Source: an optimization exercise on an open RTL-to-GDS flow (aim: small area, a short achievable clock period and few clock cycles per item). Production flows keep margins and buffers that such runs may drop. Function was checked by simulation only, so behaviour that the tests miss may differ from the original.

$ cat run.sh
#!/bin/bash
# synth_recipe.tcl (not shown) runs the flow's synth.tcl, then flattens the netlist and writes it again
# the make line also repeats each setting of config.mk as NAME=value (left out here)
make -C /OpenROAD-flow-scripts/flow DESIGN_CONFIG=/design/flow/config.mk WORK_HOME=/design/flow/orfs CLKGATE_MAP_FILE= SYNTH_SCRIPT=/design/flow/synth_recipe.tcl finish
$ cat constraint.sdc
create_clock -name core_clock -period 7.0 [get_ports {clk_i}]
set_input_delay 1.4000 -clock core_clock [delete_from_list [all_inputs] [get_ports {clk_i}]]
set_output_delay 1.4000 -clock core_clock [all_outputs]
set_load 0.01 [all_outputs]
$ cat design.v
package cdd_pkg;
  localparam int unsigned YEAR_W    = 14;
  localparam int unsigned MONTH_W   = 4;
  localparam int unsigned DAY_W     = 5;
  localparam int unsigned DAY_NUM_W = 22;
  localparam int unsigned DIFF_W    = 22;
  localparam int unsigned CUM_W     = 9;
  localparam int unsigned Q100_W    = 7;
  localparam int unsigned RECIP_W   = 13;
  localparam int unsigned PROD_W    = YEAR_W + RECIP_W;
  localparam logic [YEAR_W-1:0]  YEAR_FLOOR = 14'd1900;
  localparam logic [YEAR_W-1:0]  YEAR_CEIL  = 14'd9999;
  localparam logic [MONTH_W-1:0] MONTH_JAN  = 4'd1;
  localparam logic [MONTH_W-1:0] MONTH_FEB  = 4'd2;
  localparam logic [MONTH_W-1:0] MONTH_DEC  = 4'd12;
  localparam logic [DAY_W-1:0]   DAY_FIRST  = 5'd1;
  localparam logic [DAY_W-1:0]   FEB_LEAP_LEN = 5'd29;
  localparam logic [RECIP_W-1:0] RECIP_100  = 13'd5243;
  localparam int unsigned        RECIP_SHIFT = 19;
  localparam logic [YEAR_W-1:0]  HUNDRED    = 14'd100;
  localparam logic [DAY_NUM_W-1:0] DAYS_PER_YEAR = 22'd365;
  localparam logic [DIFF_W-1:0]  DIFF_MAX = 22'd2958463;
  localparam logic [13*DAY_W-1:0] MONTH_DAYS = {
    5'd31, 5'd30, 5'd31, 5'd30, 5'd31, 5'd31,
    5'd30, 5'd31, 5'd30, 5'd31, 5'd28, 5'd31, 5'd0
  };
  localparam logic [13*CUM_W-1:0] CUM_DAYS = {
    9'd334, 9'd304, 9'd273, 9'd243, 9'd212, 9'd181,
    9'd151, 9'd120, 9'd90, 9'd59, 9'd31, 9'd0, 9'd0
  };
  typedef struct packed {
    logic s1;
    logic s2;
    logic s3;
    logic s4;
  } adv_t;
endpackage
module cdd_pipe_ctrl (
  input  logic          clk_i,
  input  logic          rst_ni,
  input  logic          in_valid_i,
  output logic          in_ready_o,
  output logic          out_valid_o,
  input  logic          out_ready_i,
  output cdd_pkg::adv_t adv_o
);
  logic [3:0] valid_q, valid_d;
  cdd_pkg::adv_t adv;
  always_comb begin
    adv.s4 = !valid_q[3] || out_ready_i;
    adv.s3 = !valid_q[2] || adv.s4;
    adv.s2 = !valid_q[1] || adv.s3;
    adv.s1 = !valid_q[0] || adv.s2;
  end
  always_comb begin
    valid_d[0] = adv.s1 ? in_valid_i : valid_q[0];
    valid_d[1] = adv.s2 ? valid_q[0] : valid_q[1];
    valid_d[2] = adv.s3 ? valid_q[1] : valid_q[2];
    valid_d[3] = adv.s4 ? valid_q[2] : valid_q[3];
  end
  always_ff @(posedge clk_i or negedge rst_ni) begin
    if (!rst_ni) begin
      valid_q <= '0;
    end else begin
      valid_q <= valid_d;
    end
  end
  assign adv_o       = adv;
  assign in_ready_o  = adv.s1;
  assign out_valid_o = valid_q[3];
endmodule
module cdd_date_conv (
  input  logic                             clk_i,
  input  cdd_pkg::adv_t                    adv_i,
  input  logic [cdd_pkg::YEAR_W-1:0]       year_i,
  input  logic [cdd_pkg::MONTH_W-1:0]      month_i,
  input  logic [cdd_pkg::DAY_W-1:0]        day_i,
  output logic [cdd_pkg::DAY_NUM_W-1:0]    day_num_o
);
  logic [cdd_pkg::YEAR_W-1:0]  year_d, s1_year_q;
  logic [cdd_pkg::MONTH_W-1:0] month_d, s1_month_q;
  logic [cdd_pkg::DAY_W-1:0]   s1_day_q;
  logic [cdd_pkg::PROD_W-1:0]  prod_y;
  logic [cdd_pkg::Q100_W-1:0]  q100_d, s1_q100_q;
  always_comb begin
    if (year_i < cdd_pkg::YEAR_FLOOR) begin
      year_d = cdd_pkg::YEAR_FLOOR;
    end else if (year_i > cdd_pkg::YEAR_CEIL) begin
      year_d = cdd_pkg::YEAR_CEIL;
    end else begin
      year_d = year_i;
    end
    if (month_i < cdd_pkg::MONTH_JAN || month_i > cdd_pkg::MONTH_DEC) begin
      month_d = cdd_pkg::MONTH_JAN;
    end else begin
      month_d = month_i;
    end
    prod_y = {{cdd_pkg::RECIP_W{1'b0}}, year_d} *
             {{cdd_pkg::YEAR_W{1'b0}}, cdd_pkg::RECIP_100};
    q100_d = prod_y[cdd_pkg::RECIP_SHIFT +: cdd_pkg::Q100_W];
  end
  always_ff @(posedge clk_i) begin
    if (adv_i.s1) begin
      s1_year_q  <= year_d;
      s1_month_q <= month_d;
      s1_day_q   <= day_i;
      s1_q100_q  <= q100_d;
    end
  end
  logic                           div100, div400, leap;
  logic [cdd_pkg::YEAR_W-1:0]     back100, prev_year;
  logic [cdd_pkg::DAY_W-1:0]      lim, day_d;
  logic [cdd_pkg::CUM_W-1:0]      cum_d;
  logic [cdd_pkg::DAY_NUM_W-1:0]  yr_days_d;
  logic [cdd_pkg::Q100_W-1:0]     p100_d;
  logic [cdd_pkg::Q100_W-3:0]     p400_d;
  logic [cdd_pkg::DAY_NUM_W-1:0]  s2_yr_days_q;
  logic [cdd_pkg::YEAR_W-3:0]     s2_p4_q;
  logic [cdd_pkg::Q100_W-1:0]     s2_p100_q;
  logic [cdd_pkg::Q100_W-3:0]     s2_p400_q;
  logic [cdd_pkg::CUM_W-1:0]      s2_cum_q;
  logic [cdd_pkg::DAY_W-1:0]      s2_day_q;
  always_comb begin
    back100 = {{(cdd_pkg::YEAR_W - cdd_pkg::Q100_W){1'b0}}, s1_q100_q} * cdd_pkg::HUNDRED;
    div100  = (back100 == s1_year_q);
    div400  = div100 && (s1_q100_q[1:0] == 2'b00);
    leap    = (s1_year_q[1:0] == 2'b00) && (!div100 || div400);
    if (s1_month_q == cdd_pkg::MONTH_FEB && leap) begin
      lim = cdd_pkg::FEB_LEAP_LEN;
    end else begin
      lim = cdd_pkg::MONTH_DAYS[s1_month_q*cdd_pkg::DAY_W +: cdd_pkg::DAY_W];
    end
    if (s1_day_q == '0 || s1_day_q > lim) begin
      day_d = cdd_pkg::DAY_FIRST;
    end else begin
      day_d = s1_day_q;
    end
    cum_d = cdd_pkg::CUM_DAYS[s1_month_q*cdd_pkg::CUM_W +: cdd_pkg::CUM_W] +
            {{(cdd_pkg::CUM_W - 1){1'b0}}, (leap && s1_month_q > cdd_pkg::MONTH_FEB)};
    prev_year = s1_year_q - {{(cdd_pkg::YEAR_W - 1){1'b0}}, 1'b1};
    yr_days_d = {{(cdd_pkg::DAY_NUM_W - cdd_pkg::YEAR_W){1'b0}}, prev_year} *
                cdd_pkg::DAYS_PER_YEAR;
    p100_d = s1_q100_q - {{(cdd_pkg::Q100_W - 1){1'b0}}, div100};
    p400_d = s1_q100_q[cdd_pkg::Q100_W-1:2] - {{(cdd_pkg::Q100_W - 3){1'b0}}, div400};
  end
  always_ff @(posedge clk_i) begin
    if (adv_i.s2) begin
      s2_yr_days_q <= yr_days_d;
      s2_p4_q      <= prev_year[cdd_pkg::YEAR_W-1:2];
      s2_p100_q    <= p100_d;
      s2_p400_q    <= p400_d;
      s2_cum_q     <= cum_d;
      s2_day_q     <= day_d;
    end
  end
  logic [cdd_pkg::DAY_NUM_W-1:0] num_d, s3_num_q;
  always_comb begin
    num_d = s2_yr_days_q
          + {{(cdd_pkg::DAY_NUM_W - cdd_pkg::YEAR_W + 2){1'b0}}, s2_p4_q}
          - {{(cdd_pkg::DAY_NUM_W - cdd_pkg::Q100_W){1'b0}}, s2_p100_q}
          + {{(cdd_pkg::DAY_NUM_W - cdd_pkg::Q100_W + 2){1'b0}}, s2_p400_q}
          + {{(cdd_pkg::DAY_NUM_W - cdd_pkg::CUM_W){1'b0}}, s2_cum_q}
          + {{(cdd_pkg::DAY_NUM_W - cdd_pkg::DAY_W){1'b0}}, s2_day_q};
  end
  always_ff @(posedge clk_i) begin
    if (adv_i.s3) begin
      s3_num_q <= num_d;
    end
  end
  assign day_num_o = s3_num_q;
endmodule
module calendar_date_difference (
  input  logic                           clk_i,
  input  logic                           rst_ni,
  input  logic                           in_valid_i,
  output logic                           in_ready_o,
  input  logic [cdd_pkg::YEAR_W-1:0]     first_year_i,
  input  logic [cdd_pkg::MONTH_W-1:0]    first_month_i,
  input  logic [cdd_pkg::DAY_W-1:0]      first_day_i,
  input  logic [cdd_pkg::YEAR_W-1:0]     second_year_i,
  input  logic [cdd_pkg::MONTH_W-1:0]    second_month_i,
  input  logic [cdd_pkg::DAY_W-1:0]      second_day_i,
  output logic                           out_valid_o,
  input  logic                           out_ready_i,
  output logic [cdd_pkg::DIFF_W-1:0]     day_difference_o
);
  cdd_pkg::adv_t adv;
  logic [cdd_pkg::DAY_NUM_W-1:0] num_a, num_b;
  logic [cdd_pkg::DIFF_W-1:0]    diff_d, diff_q;
  cdd_pipe_ctrl u_ctrl (
    .clk_i       (clk_i),
    .rst_ni      (rst_ni),
    .in_valid_i  (in_valid_i),
    .in_ready_o  (in_ready_o),
    .out_valid_o (out_valid_o),
    .out_ready_i (out_ready_i),
    .adv_o       (adv)
  );
  cdd_date_conv u_conv_a (
    .clk_i     (clk_i),
    .adv_i     (adv),
    .year_i    (first_year_i),
    .month_i   (first_month_i),
    .day_i     (first_day_i),
    .day_num_o (num_a)
  );
  cdd_date_conv u_conv_b (
    .clk_i     (clk_i),
    .adv_i     (adv),
    .year_i    (second_year_i),
    .month_i   (second_month_i),
    .day_i     (second_day_i),
    .day_num_o (num_b)
  );
  always_comb begin
    if (num_a >= num_b) begin
      diff_d = num_a - num_b;
    end else begin
      diff_d = num_b - num_a;
    end
  end
  always_ff @(posedge clk_i) begin
    if (adv.s4) begin
      diff_q <= diff_d;
    end
  end
  assign day_difference_o = diff_q;
endmodule
$ cat config.mk
export PLATFORM = sky130hd
export DESIGN_NAME = calendar_date_difference
export DESIGN_NICKNAME = calendar_date_difference
export VERILOG_FILES = /design/flow/design.v
export SDC_FILE = /design/flow/constraint.sdc
export NUM_CORES = 4
export LEC_CHECK = 0
export CAP_MARGIN = 20
export CORE_MARGIN = 2
export CORE_UTILIZATION = 40
export SLEW_MARGIN = 20
==> impl_metrics.yaml <==
status:
  run_status: "no timing/DRC/antenna violations"
final_layout:
  non_filler_cells_final: 3860
  final_layout_size_suffix_gt1_frac: 0.0908
  fill_cells: 6543
  nets: 3750
  fin_util: 0.464
  area_growth_syn_to_layout_pct: 14.6
  antenna_cells: 0
clock_tree:
  htree_levels: 1
  clk-insertion-delay-late_ns: 0.59
  cts_num_sinks: 250
  cts_max_path_buffers: 3
  tritoncts: "built"
  cts_made_buffers: 30
  clk_pin_slew_ns: 0.06
  root_buffer: "sky130_fd_sc_hd__clkbuf_16"
logic_synthesis:
  post_synthesis_cell_area_um2: 28400
  synth_warnings: 3
  synth_top_flop_cell: "sky130_fd_sc_hd__edfxtp_1"
  yosysUniqueCellTypes: 74
  synthCells: 2666
  syn_nets: 3520
  synth_edf_count: 246
  post_synth.cell_area_avg_um2: 10.7
  seq_area_frac_synth: 0.264
  postSynth.asyncResetShare: 0.0160
  synth_seq_cells: 250
setup_path:
  critical_path.reg2reg.endpoint: "u_conv_b.s2_yr_days_q[19]"
  timing.critical_path.buf_inv: 9
  critical_path.max_stage_delay_ns: 0.53
  timing.critical_path.arrival_ns: 7.17
  criticalPathCategory: "in -> reg"
  critical_path_required_ns: 7.35
  critical_path_peak_fanout: 4
  r2r_cells: 19
  regToRegSetupSlack_ns: 0.61
  critical-path-slowest-cell: "sky130_fd_sc_hd__fa_1"
  critical_path.top_delay_family: "adder cells"
  startpoint_type: "input pin"
  crit_top_cell: "sky130_fd_sc_hd__inv_1"
  timing.rr.start: "u_conv_b.s1_year_q[2]"
  worst_setup_path_end_kind: "register"
placed_design:
  place.detailed.hpwl_um: 49800
  dp.cells: 3795
  globalplace.congestion: 0.900
  io_buffer_count: 73
die:
  io_pins: 74
  dieArea_um2: 73100
  initial_core_util: 0.405
  placeableCoreArea_um2: 70100
  die_h_um: 270
  core.rowCount: 97
  die_width_um: 270
routing:
  avgViaCountPerCell: 4.86
  drt-pass1-iter-count: 5
  detailed_route_wire_length_per_cell_um: 15.3
  first_iter_violations: 965
  remaining_routing_drc_violations: 0
  num_vias: 18700
  ant_nets: 0
  drt_wl_total_um: 59000
global_route:
  grt_start_max_net_pins: 80
  vias_in_the_first_global_route: 19700
  grt_antenna_before_repair: 0
  grt_pass1_wl_um: 98500
  grt_util_all_layers: 0.163
  grt_overflow_total: 0
timing:
  finalSetupViolCount: 0
  report.final.slew_viol_count: 0
  slew-limit-headroom: 0.357
  tightest_slew_ns: 0.962
  fin_skew_ns: 0.0184
  post-route-min-period_ns: 6.83
  timing.final.hold_violations: 0
  max_freq_mhz: 147
  timing.final.crit_share: 0.975
min_path:
  worst_hold_path.endpoint: "u_ctrl.valid_q[2]"
  min-delay-start: "u_ctrl.valid_q[1]"
  min_delay_path_depth: 1
  min-delay-path-class: "reg -> reg"
flow_run:
  cap_viol_max_count: 0
## placed cells by master, fill, tap and decap left out, types with 13 or more instances in the layout
cell                              netlist  final
sky130_fd_sc_hd__buf_4                  0    150
sky130_fd_sc_hd__nor3_1                39     37
sky130_fd_sc_hd__clkdlybuf4s50_1        0     69
sky130_fd_sc_hd__inv_1                589    580
sky130_fd_sc_hd__o21a_1                21     21
sky130_fd_sc_hd__nor2b_1               34     34
sky130_fd_sc_hd__edfxtp_1             246    246
sky130_fd_sc_hd__nor4_1                15     13
sky130_fd_sc_hd__a31oi_1               18     16
sky130_fd_sc_hd__o21ai_0               52     50
sky130_fd_sc_hd__a21o_1                47     47
sky130_fd_sc_hd__nand2_1               83     81
sky130_fd_sc_hd__nand3_1               40     39
sky130_fd_sc_hd__or3_1                 20     19
sky130_fd_sc_hd__a21oi_1               98     98
sky130_fd_sc_hd__and3_1                19     19
sky130_fd_sc_hd__ha_1                 534    523
sky130_fd_sc_hd__mux2i_1               21     21
sky130_fd_sc_hd__fa_1                 270    270
sky130_fd_sc_hd__nor2_1                89     87
sky130_fd_sc_hd__o21ai_1               12     13
sky130_fd_sc_hd__xnor2_1              144    144
sky130_fd_sc_hd__clkbuf_16              0     30
sky130_fd_sc_hd__nand2b_1              29     29
sky130_fd_sc_hd__xor2_1                55     55
## timing repair
| item | CTS | global route |
|---|---|---|
| hold buffers | 0 | 0 |
| setup buffers | 0 | 8 |
| endpoints found under the setup margin | 0 | 9 |
| resized for setup | 0 | 47 |
## state kept, by name (all words and copies together), names as in the netlist, 5 cells and up
register,cells
u_conv_b.s2_p400_q,5
u_conv_a.s3_num_q,22
u_conv_b.s1_year_q,14
u_conv_a.s1_day_q,5
u_conv_a.s1_year_q,14
u_conv_b.s3_num_q,22
u_conv_b.s2_day_q,5
u_conv_a.s2_p4_q,12
u_conv_a.s2_yr_days_q,22
u_conv_b.s2_p100_q,7
u_conv_a.s2_day_q,5
u_conv_b.s2_p4_q,12
diff_q,22
u_conv_b.s2_yr_days_q,22
u_conv_a.s2_cum_q,9
u_conv_b.s1_q100_q,7
u_conv_a.s2_p400_q,5
u_conv_a.s1_q100_q,7
u_conv_b.s2_cum_q,9
u_conv_b.s1_day_q,5
u_conv_a.s2_p100_q,7
## kinds of logic after synthesis
| kind of cell | synth area share |
|---|---|
| adders and majority gates | 0.426 |
| buffers and inverters | 0.0823 |
| and+or+nand+nor | 0.0779 |
| AOI/OAI and AO/OA | 0.0798 |
| DFF | 0.264 |
| xor gates and xnor gates | 0.0614 |
| muxes | 0.00938 |
## layout make-up
cell class / instances / area [µm²] / share of cell area
Timing Repair Buffer: 225 / 1910 / 0.0585
Clock inverter: 20 / 221 / 0.00680
Multi-Input combinational cell: 1799 / 18800 / 0.576
Clock buffer: 36 / 783 / 0.0241
Tap cell: 940 / 1180 / 0.0361
Inverter: 590 / 2220 / 0.0681
Sequential cell: 250 / 7490 / 0.230
## Yosys cell counts, drive strengths merged, types with 7 or more instances
cell,instances,area [µm²]
a211oi,9,72.6
a21boi,7,52.6
a21o,47,353
a21oi,98,490
a31oi,18,113
and2,12,75.1
and3,19,119
buf,10,60.1
clkbuf,17,63.8
edfxtp,246,7390
fa,270,5410
ha,534,6680
inv,590,2210
mux2i,21,210
nand2,83,312
nand2b,29,181
nand3,40,200
nand4,12,75.1
nor2,89,334
nor2b,34,213
nor3,39,195
nor4,15,93.8
o211ai,12,100
o21a,21,158
o21ai,65,329
o21bai,8,60.1
o31ai,9,77.6
or2,14,87.6
or3,20,125
xnor2,144,1260
xor2,55,482
## metrics by stage
| stage | setup TNS (ns) | instance area [µm²] | hold WS [ns] | setup WS (ns) |
|---|---|---|---|---|
| floorplan | 0 | 28400 | 0.435 | 0.00344 |
| finish | 0 | 32600 | 0.548 | 0.175 |
| global route | -0.0935 | 32600 | 0.583 | -0.0625 |
| global placement | -3.66 | 31300 | 0.522 | -0.545 |
| detailed placement | -4.76 | 31300 | 0.543 | -0.616 |
| CTS | 0 | 32300 | 0.557 | 0.0263 |
## per-layer routing
layer	global-route usage	routed length, µm	vias up	part of all wire
met5	0	0	-	0
met4	0.0378	1480	0	0.025
met3	0.0191	1910	77	0.032
met2	0.266	26800	248	0.45
met1	0.231	28800	9039	0.49
li1	-	-	9380	-
## how the worst max path moves through the flow
stage	end	depth (start not counted)	start	slack, ns
3_3_place_gp	u_conv_b.s1_q100_q[5]	23	second_year_i[4]	-0.54
5_1_grt	u_conv_b.s1_q100_q[5]	29	second_year_i[2]	-0.06
4_1_cts	u_conv_b.s1_q100_q[5]	24	second_year_i[4]	0.03
3_5_place_dp	u_conv_b.s1_q100_q[5]	24	second_year_i[4]	-0.62
6_report	u_conv_b.s1_q100_q[5]	28	second_year_i[2]	0.17
2_1_floorplan	u_conv_b.s1_q100_q[5]	22	second_year_i[5]	0.003
Testbench counts, summed over its fixed seeds: cycles 24,032, items 24,000.

-- re-timing with driven ports --
No port has a modelled driver above. Below, the same layout with a new extraction and two added sets of constraints. Step 1: set_driving_cell puts a clkbuf_16 on clk_i and a buf_2 on each other input, an assumption about the parent block. Step 2 also shifts input and output timing later by t, the mid clock arrival at the registers, as if the neighbouring blocks saw the same clock. Slacks: no drivers / after step 1 / after step 2; pairs: no drivers / after step 1.
t, ns: 0.641
setup WS [ns]: 0.175 / 0.209 / -0.432
hold WS [ns]: 0.548 / 0.548 / 0.548
clock arrival spread, ns: 0.020 / 0.021
pins driven straight from the clock port: 1
With both steps, setup timing fails in this run, where it was met with ideal ports. For this run, drivers alone change the setup slack by +0.034 ns; drivers and shift together by -0.607 ns.
